This is an optimization exercise on Yosys and OpenROAD, whose aim is small area, a short achievable clock period and few clock cycles, not a production implementation. The RTL was checked by simulation tests, not by an equivalence proof against the original design. No activity file was given, so power comes from the tool's default toggle rates.

==> flow/run.sh <==
#!/bin/bash
# synth_recipe.tcl (not shown) runs the flow's synth.tcl, then flattens the netlist and writes it again
# the make line also repeats each setting of config.mk as NAME=value (left out here)
make -C /OpenROAD-flow-scripts/flow DESIGN_CONFIG=/design/flow/config.mk WORK_HOME=/design/flow/orfs CLKGATE_MAP_FILE= SYNTH_SCRIPT=/design/flow/synth_recipe.tcl finish
==> flow/config.mk <==
export PLATFORM = sky130hd
export DESIGN_NAME = hrrn_ready_queue_core
export DESIGN_NICKNAME = hrrn_ready_queue_core
export VERILOG_FILES = /design/flow/design.v
export SDC_FILE = /design/flow/constraint.sdc
export NUM_CORES = 4
export LEC_CHECK = 0
export CAP_MARGIN = 5
export CORE_MARGIN = 2
export CORE_UTILIZATION = 40
export SETUP_SLACK_MARGIN = 0.5
export SLEW_MARGIN = 5
==> flow/constraint.sdc <==
create_clock -name core_clock -period 5.0 [get_ports {i_clk}]
set_input_delay 1.0000 -clock core_clock [delete_from_list [all_inputs] [get_ports {i_clk}]]
set_output_delay 1.0000 -clock core_clock [all_outputs]
set_load 0.01 [all_outputs]
==> flow/design.v <==
`timescale 1ns / 1ps
package hrq_pkg;
    localparam int DEPTH = 16;
    localparam int IDX_W = 4;
    localparam int CNT_W = 5;
    localparam int OP_W     = 2;
    localparam int ID_W     = 8;
    localparam int TIME_W   = 16;
    localparam int PRIO_W   = 21;
    localparam int STATUS_W = 2;
    localparam int IN_DATA_W  = 64;
    localparam int OUT_DATA_W = 16;
    localparam int EST_LSB    = ID_W;
    localparam int WAIT_LSB   = EST_LSB + TIME_W;
    localparam int PRIO_LSB   = WAIT_LSB + TIME_W;
    localparam logic [OP_W-1:0] OP_ENQUEUE = 2'd0;
    localparam logic [OP_W-1:0] OP_DEQUEUE = 2'd1;
    localparam logic [OP_W-1:0] OP_TICK    = 2'd2;
    localparam logic [OP_W-1:0] OP_PICK    = 2'd3;
    localparam logic [STATUS_W-1:0] ST_OK        = 2'd0;
    localparam logic [STATUS_W-1:0] ST_FULL      = 2'd1;
    localparam logic [STATUS_W-1:0] ST_NOT_FOUND = 2'd2;
endpackage
`timescale 1ns / 1ps
`timescale 1ns / 1ps
module hrq_div (
    input  logic        i_clk,
    input  logic        i_rst_n,
    input  logic        i_load,    
    input  logic [15:0] i_wait,    
    input  logic [19:0] i_d,       
    output logic        o_busy,
    output logic        o_prep,    
    output logic [15:0] o_wait,    
    output logic        o_done,
    output logic [20:0] o_prio
);
    function automatic logic geq24(input logic [23:0] a, input logic [23:0] b);
        logic [31:0] g, p;
        g = '0;
        p = '1;
        for (int i = 0; i < 24; i++) begin
            g[i] = a[i] & !b[i];
            p[i] = a[i] | !b[i];
        end
        g[0] = p[0];             
        for (int w = 1; w < 32; w = w * 2) begin
            for (int i = 0; i + w < 32; i = i + 2 * w) begin
                g[i] = g[i + w] | (p[i + w] & g[i]);
                p[i] = p[i + w] & p[i];
            end
        end
        geq24 = g[0];
    endfunction
    function automatic logic [20:0] sub23(input logic [22:0] a, input logic [22:0] b);
        logic [22:0] g, p, x;
        logic [22:0] c;
        for (int i = 0; i < 23; i++) begin
            g[i] = a[i] & !b[i];
            p[i] = a[i] | !b[i];
            x[i] = a[i] ^ !b[i];
        end
        g[0] = p[0];
        for (int l = 0; l < 5; l++) begin
            for (int i = 0; i < 23; i++) begin
                if ((i >> l) & 1) begin
                    g[i] = g[i] | (p[i] & g[((i >> l) << l) - 1]);
                    p[i] = p[i] & p[((i >> l) << l) - 1];
                end
            end
        end
        c[0] = 1'b1;
        for (int i = 1; i < 23; i++) c[i] = g[i - 1];
        sub23 = {g[22], 20'(x[19:0] ^ c[19:0])};
    endfunction
    function automatic logic [21:0] add22(input logic [21:0] a, input logic [21:0] b);
        logic [21:0] g, p, x;
        logic [21:0] c;
        for (int i = 0; i < 22; i++) begin
            g[i] = a[i] & b[i];
            p[i] = a[i] | b[i];
            x[i] = a[i] ^ b[i];
        end
        for (int l = 0; l < 5; l++) begin
            for (int i = 0; i < 22; i++) begin
                if ((i >> l) & 1) begin
                    g[i] = g[i] | (p[i] & g[((i >> l) << l) - 1]);
                    p[i] = p[i] & p[((i >> l) << l) - 1];
                end
            end
        end
        c[0] = 1'b0;
        for (int i = 1; i < 22; i++) c[i] = g[i - 1];
        add22 = x ^ c;
    endfunction
    logic        r_prep;     
    logic        r_busy;     
    logic [3:0]  r_cnt;
    logic [19:0] r_d;
    logic [21:0] r_d3;
    logic [19:0] r_rem;
    logic [21:0] r_nq;
    logic [15:0] r_w;
    logic [23:0] num;
    logic        est0;
    logic [6:0]  z;       
    logic [6:0]  st;
    logic [19:0] rem0;
    logic [21:0] nq0;
    logic [3:0]  cnt0;
    assign num  = {r_w, 8'd0};
    assign est0 = (r_d == 20'd0);
    function automatic int pj(input int j);
        pj = (j == 6) ? 22 : 4 * j;
    endfunction
    always_comb begin
        for (int j = 0; j < 6; j++)
            z[j] = !geq24(num >> pj(j), {4'd0, r_d});
        z[6] = 1'b1;
        rem0 = '0;
        nq0  = '0;
        cnt0 = '0;
        for (int j = 0; j <= 6; j++) begin
            st[j] = z[j] && ((j == 0) || !z[(j == 0) ? 0 : j - 1]);
            if (st[j]) begin
                rem0 = rem0 | 20'(num >> pj(j));
                nq0  = nq0 | 22'(num << (22 - pj(j)));
                cnt0 = cnt0 | 4'(pj(j) / 2);
            end
        end
    end
    logic [22:0] r4;
    logic [20:0] s1, s2, s3;
    logic [19:0] rem1;
    logic [1:0]  dig;
    logic [12:0] hi_inc;
    logic        cy;
    always_comb begin
        r4 = {1'b0, r_rem, r_nq[21:20]};
        s1 = sub23(r4, {3'd0, r_d});
        s2 = sub23(r4, {2'd0, r_d, 1'b0});
        s3 = sub23(r4, {1'b0, r_d3});
        if (s3[20]) begin
            dig = 2'd3; rem1 = s3[19:0];
        end else if (s2[20]) begin
            dig = 2'd2; rem1 = s2[19:0];
        end else if (s1[20]) begin
            dig = 2'd1; rem1 = s1[19:0];
        end else begin
            dig = 2'd0; rem1 = r4[19:0];
        end
        cy = 1'b1;
        for (int i = 0; i < 13; i++) begin
            hi_inc[i] = r_nq[6 + i] ^ cy;
            cy = cy & r_nq[6 + i];
        end
    end
    logic last;
    assign last   = r_busy && (r_cnt == 4'd1);
    assign o_busy = r_prep || r_busy;
    assign o_prep = r_prep;
    assign o_wait = r_w;
    assign o_done = (r_prep && (est0 || st[0])) || last;
    assign o_prio = r_prep ? (est0 ? 21'h1FFFFF : 21'd256)
                           : {hi_inc, r_nq[5:0], dig};
    always_ff @(posedge i_clk) begin
        if (!i_rst_n) begin
            r_prep <= 1'b0;
            r_busy <= 1'b0;
        end else begin
            r_prep <= i_load;
            if (r_prep)
                r_busy <= !est0 && !st[0];
            else if (last)
                r_busy <= 1'b0;
        end
        if (i_load) begin
            r_w <= i_wait;
            r_d <= i_d;
        end
        if (r_prep) begin
            r_cnt <= cnt0;
            r_d3  <= add22({2'd0, r_d}, {1'b0, r_d, 1'b0});
            r_rem <= rem0;
            r_nq  <= nq0;
        end else if (r_busy) begin
            r_cnt <= r_cnt - 4'd1;
            r_rem <= rem1;
            r_nq  <= {r_nq[19:0], dig};
        end
    end
endmodule
`timescale 1ns / 1ps
module hrrn_ready_queue_core (
    input  logic                             i_clk,
    input  logic                             i_rst_n,
    input  logic                             i_s_axis_tvalid,
    output logic                             o_s_axis_tready,
    input  logic [hrq_pkg::IN_DATA_W-1:0]    i_s_axis_tdata,
    input  logic [hrq_pkg::OP_W-1:0]         i_s_axis_tuser,
    output logic                             o_m_axis_tvalid,
    input  logic                             i_m_axis_tready,
    output logic [hrq_pkg::OUT_DATA_W-1:0]   o_m_axis_tdata
);
    localparam int N = hrq_pkg::DEPTH;
    logic        x_v;
    logic [1:0]  x_op;
    logic [60:0] x_d;
    logic [7:0]  in_id;
    logic [15:0] in_est;
    logic [15:0] in_wait;
    logic [20:0] in_prio;
    logic [1:0]  in_op;
    logic [19:0] in_d;
    assign in_id   = x_d[7:0];
    assign in_est  = x_d[23:8];
    assign in_wait = x_d[39:24];
    assign in_prio = x_d[60:40];
    assign in_op   = x_op;
    assign in_d    = add20({1'b0, in_est, 3'b000}, {3'b000, in_est, 1'b0});
    function automatic logic [19:0] add20(input logic [19:0] a, input logic [19:0] b);
        logic [19:0] g, p, x;
        logic [19:0] c;
        for (int i = 0; i < 20; i++) begin
            g[i] = a[i] & b[i];
            p[i] = a[i] | b[i];
            x[i] = a[i] ^ b[i];
        end
        for (int l = 0; l < 5; l++) begin
            for (int i = 0; i < 20; i++) begin
                if ((i >> l) & 1) begin
                    g[i] = g[i] | (p[i] & g[((i >> l) << l) - 1]);
                    p[i] = p[i] & p[((i >> l) << l) - 1];
                end
            end
        end
        c[0] = 1'b0;
        for (int i = 1; i < 20; i++) c[i] = g[i - 1];
        add20 = x ^ c;
    endfunction
    function automatic logic [1:0] cmp21(input logic [20:0] a, input logic [20:0] b);
        logic [31:0] g, p;
        g = '0;
        p = '1;
        for (int i = 0; i < 21; i++) begin
            g[i] = a[i] & !b[i];
            p[i] = a[i] | !b[i];
        end
        for (int w = 1; w < 32; w = w * 2) begin
            for (int i = 0; i + w < 32; i = i + 2 * w) begin
                g[i] = g[i + w] | (p[i + w] & g[i]);
                p[i] = p[i + w] & p[i];
            end
        end
        cmp21 = {g[0], g[0] | p[0]};
    endfunction
    logic [N-1:0]        t_val;
    logic [N-1:0][7:0]   t_job;
    logic [N-1:0][19:0]  t_d;      
    logic [N-1:0][15:0]  t_wait;
    logic [N-1:0][20:0]  t_prio;
    logic [N-1:0][N-1:0] r_bef;    
    logic [N-1:0]        best;     
    logic                rc;       
    logic [4:0]          cnt;
    logic        o_v, q1_v, pend;
    logic [15:0] o_d, q1_d;
    logic [1:0]  o_st;
    logic        rc_f;     
    logic          tk_g;
    logic [N-1:0]  tk_slot;
    logic          dv_busy, dv_done;
    logic [20:0]   dv_prio;
    logic [N-1:0][N-1:0] bef;
    always_comb begin
        for (int a = 0; a < N; a++) begin
            for (int b = 0; b < N; b++) begin
                if (a < b) begin
                    bef[a][b]  = r_bef[a][b];
                end else if (a > b) begin
                    bef[a][b]  = !r_bef[b][a];
                end else begin
                    bef[a][b]  = 1'b0;
                end
            end
        end
    end
    logic tk_busy, acc, go, full, xdone;
    logic rc_deq, rc_tk, any_g;
    logic is_enq, is_deq, is_tick;
    assign tk_busy  = dv_busy || tk_g;
    assign go      = x_v && !tk_busy && !rc && !rc_f && !(pend && o_v && q1_v);
    assign xdone   = (go && !(is_tick && anym) && !rc_deq) || (tk_g && !rc_tk) || rc_f;
    assign o_s_axis_tready = !x_v || (go && !(is_tick && anym) && !rc_deq) ||
                             (tk_g && !(|(tk_slot & best))) || rc_f;
    assign acc     = go;
    assign full    = cnt[4];
    assign is_enq  = (in_op == hrq_pkg::OP_ENQUEUE);
    assign is_deq  = (in_op == hrq_pkg::OP_DEQUEUE);
    assign is_tick = (in_op == hrq_pkg::OP_TICK);
    logic [20:0]  cmp_p;
    logic [N-1:0] gt, ge, m, lt, sel, z, ze, after, first, f, newbeat, greater;
    logic nb_best, s_wins;
    logic anym;
    assign cmp_p = in_prio;    
    always_comb begin
        for (int s = 0; s < N; s++) begin
            {gt[s], ge[s]} = cmp21(cmp_p, t_prio[s]);
            m[s]  = t_val[s] && (t_job[s] == in_id);
            lt[s] = t_val[s] && gt[s];
            greater[s] = t_val[s] && !ge[s];
            sel[s] = (tk_g || rc_f) ? tk_slot[s] : m[s];
        end
        for (int t = 0; t < N; t++) begin
            z[t]  = 1'b0;
            ze[t] = 1'b0;
            for (int u = 0; u < N; u++) begin
                if (u != t && sel[u] && bef[u][t]) z[t] = 1'b1;
                if (u != t && lt[u] && bef[u][t]) ze[t] = 1'b1;
            end
            after[t]   = lt[t] || ze[t];
            first[t]   = sel[t] && !z[t];
            newbeat[t] = (tk_g ? z[t] : after[t]) ? ge[t] : gt[t];
        end
        for (int s = 0; s < N; s++) begin
            f[s] = !t_val[s];
            for (int j = 0; j < s; j++) if (!t_val[j]) f[s] = 1'b0;
        end
    end
    assign anym  = |m;
    assign any_g = |greater;
    logic bhead;
    always_comb begin
        bhead = 1'b1;
        for (int u = 0; u < N; u++)
            if (t_val[u] && !best[u] && |(best & bef[u])) bhead = 1'b0;
    end
    assign nb_best = |(best & gt) || (|(best & ge) && !bhead);
    always_comb begin
        s_wins = 1'b1;
        for (int t = 0; t < N; t++)
            if (t_val[t] && !tk_slot[t] && !newbeat[t]) s_wins = 1'b0;
    end
    assign rc_deq = go && is_deq && |(m & best) && (cnt != 5'd1);
    assign rc_tk  = tk_g && |(tk_slot & best) && !s_wins;
    logic [N-1:0] cset, csel;
    logic [20:0]  rd_prio;
    always_comb begin
        cset = rc ? greater : (t_val & ~best);
        rd_prio = '0;
        for (int s = 0; s < N; s++) begin
            csel[s] = cset[s];
            for (int j = 0; j < s; j++) if (cset[j]) csel[s] = 1'b0;
            rd_prio = rd_prio | (csel[s] ? t_prio[s] : 21'd0);
        end
    end
    logic enq_do, deq_do, tk_look;
    assign enq_do  = acc && is_enq && !full;
    assign deq_do  = acc && is_deq && anym;
    assign tk_look = acc && is_tick && anym;
    logic [7:0]   pick_id;
    always_comb begin
        pick_id = '0;
        for (int s = 0; s < N; s++)
            pick_id = pick_id | (best[s] ? t_job[s] : 8'd0);
    end
    logic [15:0] res;
    logic        pop, cap;
    assign res  = {o_st, cnt, (cnt != 5'd0), (cnt != 5'd0) ? pick_id : 8'd0};
    assign pop  = o_v && i_m_axis_tready;
    assign cap  = pend && !(o_v && q1_v && !pop);
    assign o_m_axis_tvalid = o_v;
    assign o_m_axis_tdata  = o_d;
    logic [15:0] rd_wait, wp, wsrc, dv_w;
    logic        dv_prep;
    logic [19:0] rd_d;
    always_comb begin
        rd_wait = '0;
        rd_d    = '0;
        for (int s = 0; s < N; s++) begin
            rd_wait = rd_wait | (first[s] ? t_wait[s] : 16'd0);
            rd_d    = rd_d    | (first[s] ? t_d[s]    : 20'd0);
        end
    end
    always_comb begin
        logic cy;
        cy = 1'b1;
        for (int i = 0; i < 16; i++) begin
            wp[i] = wsrc[i] ^ cy;
            cy = cy & wsrc[i];
        end
        if (cy) wp = 16'hFFFF;
    end
    logic [15:0] wr_wait;
    assign wsrc    = dv_prep ? dv_w : in_wait;
    assign wr_wait = wp;
    hrq_div u_div (
        .i_clk   (i_clk),
        .i_rst_n (i_rst_n),
        .i_load  (tk_look),
        .i_wait  (rd_wait),
        .i_d     (rd_d),
        .o_busy  (dv_busy),
        .o_prep  (dv_prep),
        .o_wait  (dv_w),
        .o_done  (dv_done),
        .o_prio  (dv_prio)
    );
    always_ff @(posedge i_clk) begin
        if (!i_rst_n) begin
            x_v   <= 1'b0;
            o_v   <= 1'b0;
            t_val <= '0;
            cnt   <= '0;
            tk_g  <= 1'b0;
            rc    <= 1'b0;
            rc_f  <= 1'b0;
            pend  <= 1'b0;
            q1_v  <= 1'b0;
        end else begin
            if (o_s_axis_tready) x_v <= i_s_axis_tvalid;
            else if (xdone)      x_v <= 1'b0;
            tk_g <= dv_done;
            pend <= xdone || (pend && !cap);
            if (pop) begin
                o_v  <= q1_v || cap;
                q1_v <= q1_v && cap;
            end else if (!o_v) begin
                o_v  <= cap;
            end else if (!q1_v) begin
                q1_v <= cap;
            end
            rc   <= rc_deq || rc_tk || (rc && any_g);
            rc_f <= rc && !any_g;
            if (enq_do) begin
                cnt   <= cnt + 5'd1;
                t_val <= t_val | f;
            end else if (deq_do) begin
                cnt   <= cnt - 5'd1;
                t_val <= t_val & ~first;
            end
        end
        if (o_s_axis_tready) begin
            x_op <= i_s_axis_tuser;
            x_d  <= i_s_axis_tdata[60:0];
        end else if (dv_done) begin
            x_d[60:40] <= dv_prio;
        end else if (is_deq || tk_g || rc) begin
            x_d[60:40] <= rd_prio;
        end
        if (enq_do && (cnt == 5'd0 || nb_best))
            best <= f;
        else if (tk_g && s_wins)
            best <= tk_slot;
        else if (rc_f)
            best <= first;
        if (pop) begin
            o_d  <= q1_v ? q1_d : res;
            q1_d <= res;
        end else if (!o_v) begin
            o_d  <= res;
        end else if (!q1_v) begin
            q1_d <= res;
        end
        if (acc) begin
            if (is_enq)
                o_st <= full ? hrq_pkg::ST_FULL : hrq_pkg::ST_OK;
            else if ((is_deq || is_tick) && !anym)
                o_st <= hrq_pkg::ST_NOT_FOUND;
            else
                o_st <= hrq_pkg::ST_OK;
        end
        if (tk_look) tk_slot <= first;
        else if (rc && !any_g) tk_slot <= t_val & ge & ~gt;    
        for (int s = 0; s < N; s++) begin
            if (enq_do && f[s]) begin
                t_job[s]  <= in_id;
                t_d[s]    <= in_d;
            end
            if ((enq_do && f[s]) || (dv_prep && tk_slot[s])) t_wait[s] <= wr_wait;
            if ((enq_do && f[s]) || (tk_g && tk_slot[s])) t_prio[s] <= cmp_p;
        end
        for (int a = 0; a < N; a++) begin
            for (int b = a + 1; b < N; b++) begin
                if (enq_do && (f[a] || f[b]))
                    r_bef[a][b] <= f[a] ? after[b] : !after[a];
            end
        end
    end
endmodule
==> flow_summary.yaml <==
setup_path:
  r2r_end: "u_div.r_d[13]"
  critPathLaunchType: "flip-flop"
  slowest_delay_ns: 0.41
  rrSetupSlack_ns: 0.40
  worst_path_max_delay_cell: "edfxtp_1"
  critical_path_class: "flip-flop to primary output"
  critPathTopFamily: "buffers and inverters"
  arrival_ns: 3.64
  worst_ep_required_time_ns: 4.00
  cp.buffers_inverters: 5
  worst_setup_path_end_kind: "primary output"
  r2r_cells: 19
  cp_cell_sequence: "buf_12 > xnor2_1 > nand4_1 > buf_4 > nor3_4 > a22oi_1 > nand4_1 > o211ai_1 > buf_4 > a311oi_4 > inv_4 > buf_6"
  r2r_start: "x_d[5]"
  crit_fanout: 8
final_layout:
  final_cells: 9624
  final_common_cell: "edfxtp_1"
  drive_above_1_share: 0.199
  mostFrequentLayoutCells: "1375 x edfxtp_1, 663 x buf_4, 498 x nand2_1"
  area_growth_pct: 22.4
  nets: 7305
die:
  initial_core_util: 0.402
  rows: 158
  die-area_mm2: 0.190
  die_y_um: 436
  die_w_um: 436
  core_mm2: 0.185
  io_pins: 88
route:
  drt_iter0_drc: 10300
  wirelength_um: 362000
  drc: 0
  vias: 64400
  ant_nets: 0
  post_drt_via_cell_ratio: 6.69
  dr.pass1.iters: 10
  routedWlPerCell_um: 37.6
logic_synthesis:
  syn_inst: 6427
  syn_area_per_cell_um2: 11.6
  syn-num-nets: 6725
  synth-seq-cells: 1405
  synth_edf_count: 1375
  ys_async_sr_fraction: 0
  syn_area_mm2: 0.0745
  ys.flop_type: "edfxtp_1"
  synth.largest_area_cell: "edfxtp_1"
  ys_top_cells_by_area: "edfxtp_1 55%, ha_1 3.5%, a22oi_1 3.0%, nand2_1 2.6%, a221oi_1 2.2%"
  yosys_warnings: 2
  synth.distinct_cells: 108
  yosysTopAreaCellShare: 0.554
  seq_area_frac_synth: 0.562
pwr:
  p_per_area_mw_per_mm2: 304
  finalPower_mw: 27.7
  p_leak_nw: 33.3
  ir_drop_mv: 0.314
run_status:
  status: "timing/DRC/antenna clean"
clock_tree:
  cts_hold_buffers: 0
  path_clk_slew_ns: 0.06
  cts_tree: "yes"
  cts_buffers: 153
  clkSinkCount: 1405
  clock_path_buffers: 3
  htree_num_levels: 4
  clk_latency_ns: 0.86
  cts-root-buf: "clkbuf_16"
global_route:
  gr-usage-all-layers: 0.366
  grt_pass1_vias: 60400
  grt_start_max_net_pins: 52
  overflow: 0
  antenna_found_initial: 21
  grt_pass1_wl_um: 489000
worst_hold_path:
  hold_end: "t_prio[305]"
  min_path_cells: 0
  hp-class: "flip-flop to flip-flop"
  min-delay-start: "x_d[51]"
timing:
  setup_tns_ns: 0
  max_clock_freq_mhz: 215
  whs_ns: 0.518
  min_period_over_period: 0.929
  final_hold_viol_count: 0
  worst_slew_pin_slew_ns: 1.27
  fin_worst_skew_ns: 0.0699
  finalSetupViolations: 0
  relSlewSlack: 0.145
  drv_slew: 0
  rsz0062_at_grt: "yes"
  layout_min_cycle_time_ns: 4.64
placed_design:
  gp_congestion: 1.12
  dpl.hpwl_um: 252000
  port_buffers: 84
  place_inst: 9215
job:
  drv_cap: 0
worst max path at each step:
stage	from	to	slack (ns)	cells past startpoint
detailed placement	x_d[43]	x_d[58]	0.08	13
floorplan	x_d[7]	x_d[57]	0.55	15
finish	x_d[1]	o_s_axis_tready	0.36	12
global placement	x_d[43]	tk_slot[4]	0.14	15
global route	x_d[3]	o_s_axis_tready	0.30	11
CTS	x_d[5]	o_s_axis_tready	0.39	11
flip-flops by register name (all words and copies together), names as in the netlist, 19 cells and up:
name,flops
t_prio,336
t_d,304
t_wait,256
t_job,128
bef,120
x_d,61
u_div.r_nq,22
u_div.r_d3,21
u_div.r_rem,20
u_div.r_d,19
stage by stage:
| step | instance area (µm²) | utilization | worst slack [ns] |
|---|---|---|---|
| CTS | 89400 | 0.483 | 0.391 |
| floorplan | 74600 | - | 0.545 |
| global placement | 83200 | 0.449 | 0.135 |
| global route | 91100 | 0.492 | 0.298 |
| finish | 91200 | 0.492 | 0.355 |
| detailed placement | 83200 | 0.449 | 0.0848 |
cells in the mapped netlist (18+ instances only):
cell / n
a2111oi_0: 57
nand2b_1: 148
dfxtp_1: 30
a21oi_1: 304
o2bb2ai_1: 28
maj3_1: 78
mux2_2: 46
edfxtp_1: 1375
a221o_1: 26
a222oi_1: 111
o221ai_1: 39
buf_1: 39
clkbuf_1: 358
and2_1: 21
xnor2_1: 149
nand4_1: 85
o21bai_1: 22
nand3_1: 126
o21a_1: 18
a22o_1: 100
o22ai_1: 209
and3_1: 34
inv_1: 337
o211ai_1: 49
a22oi_1: 293
o2111ai_1: 46
nor2b_1: 109
a211oi_1: 58
or3_1: 30
nor3_1: 78
a21boi_0: 19
ha_1: 211
o22a_1: 18
nand2_1: 510
a31oi_1: 54
a211o_1: 36
a221oi_1: 190
nor2_1: 314
a2bb2oi_1: 27
o21ai_0: 144
xor2_1: 53
nor4_1: 46
buf_2: 56
per-layer routing:
| metal | part of all wire | vias up | global-route usage | wire length [µm] |
|---|---|---|---|---|
| li1 | - | 26400 | - | - |
| met3 | 0.11 | 1035 | 0.101 | 40900 |
| met2 | 0.43 | 4569 | 0.545 | 155000 |
| met1 | 0.39 | 32300 | 0.484 | 141000 |
| met4 | 0.067 | 20 | 0.196 | 24200 |
| met5 | 0.00073 | - | 0.00504 | 263 |
power by group:
part | switching [mW] | internal (mW)
Combinational | 1.65 | 0.910
Clock | 5.08 | 6.63
Sequential | 0.106 | 13.3
worst register-to-register path, delay by kind of cell (launching register included):
family	cells	cell delay, ns
flops	1	0.42
xor+xnor	1	0.28
buf+inv	8	1.32
compound gates	5	0.67
simple gates	5	1.49
layout make-up:
class / count / area, µm²
clock inverters: 102 / 1190
multi-input cells: 4193 / 31000
inverters: 357 / 1370
well taps: 2480 / 3100
flip-flops and latches: 1405 / 41900
diodes: 11 / 27.5
clock buffers: 179 / 3960
repair buffers: 897 / 8600
fillers: 16500 / 94100
logic make-up after synthesis:
group           share of synthesized area
compound gates                      0.200
xor+xnor                           0.0237
fa+ha+maj                          0.0511
buf+inv                            0.0445
flops                               0.562
mux                               0.00984
simple gates                        0.108
what timing repair did:
action,in CTS,in global routing
gates resized for setup,128,202
pin swaps,29,70
buffers inserted,44,60
gates cloned,3,9
setup endpoints to repair,470,493
Testbench counts, summed over its fixed seeds: cycles 8,086.

port drivers added, routing unchanged:
How much do the figures lean on ideal ports? The routed layout below was timed once more, with nothing changed but the port constraints. Step 1 (the two cells are an assumption about what drives the block):
set clk [get_ports {i_clk}]
set_driving_cell -lib_cell sky130_fd_sc_hd__clkbuf_16 $clk
set_driving_cell -lib_cell sky130_fd_sc_hd__buf_2 [delete_from_list [all_inputs] $clk]
Step 2, shift: input delay + t, output delay - t, t = (earliest + latest rising clock arrival at the registers) / 2. This alone moves slack from input paths to output paths. Slacks: no drivers / after step 1 / after step 2; pairs: no drivers / after step 1.
shift t [ns]: 0.919
setup slack, ns: 0.355 / 0.257 / 0.401
pins driven straight from the clock port: 1
After both steps setup and hold are still met in this run. The setup slack of this run moves by -0.098 ns with the drivers and by +0.046 ns with both steps.
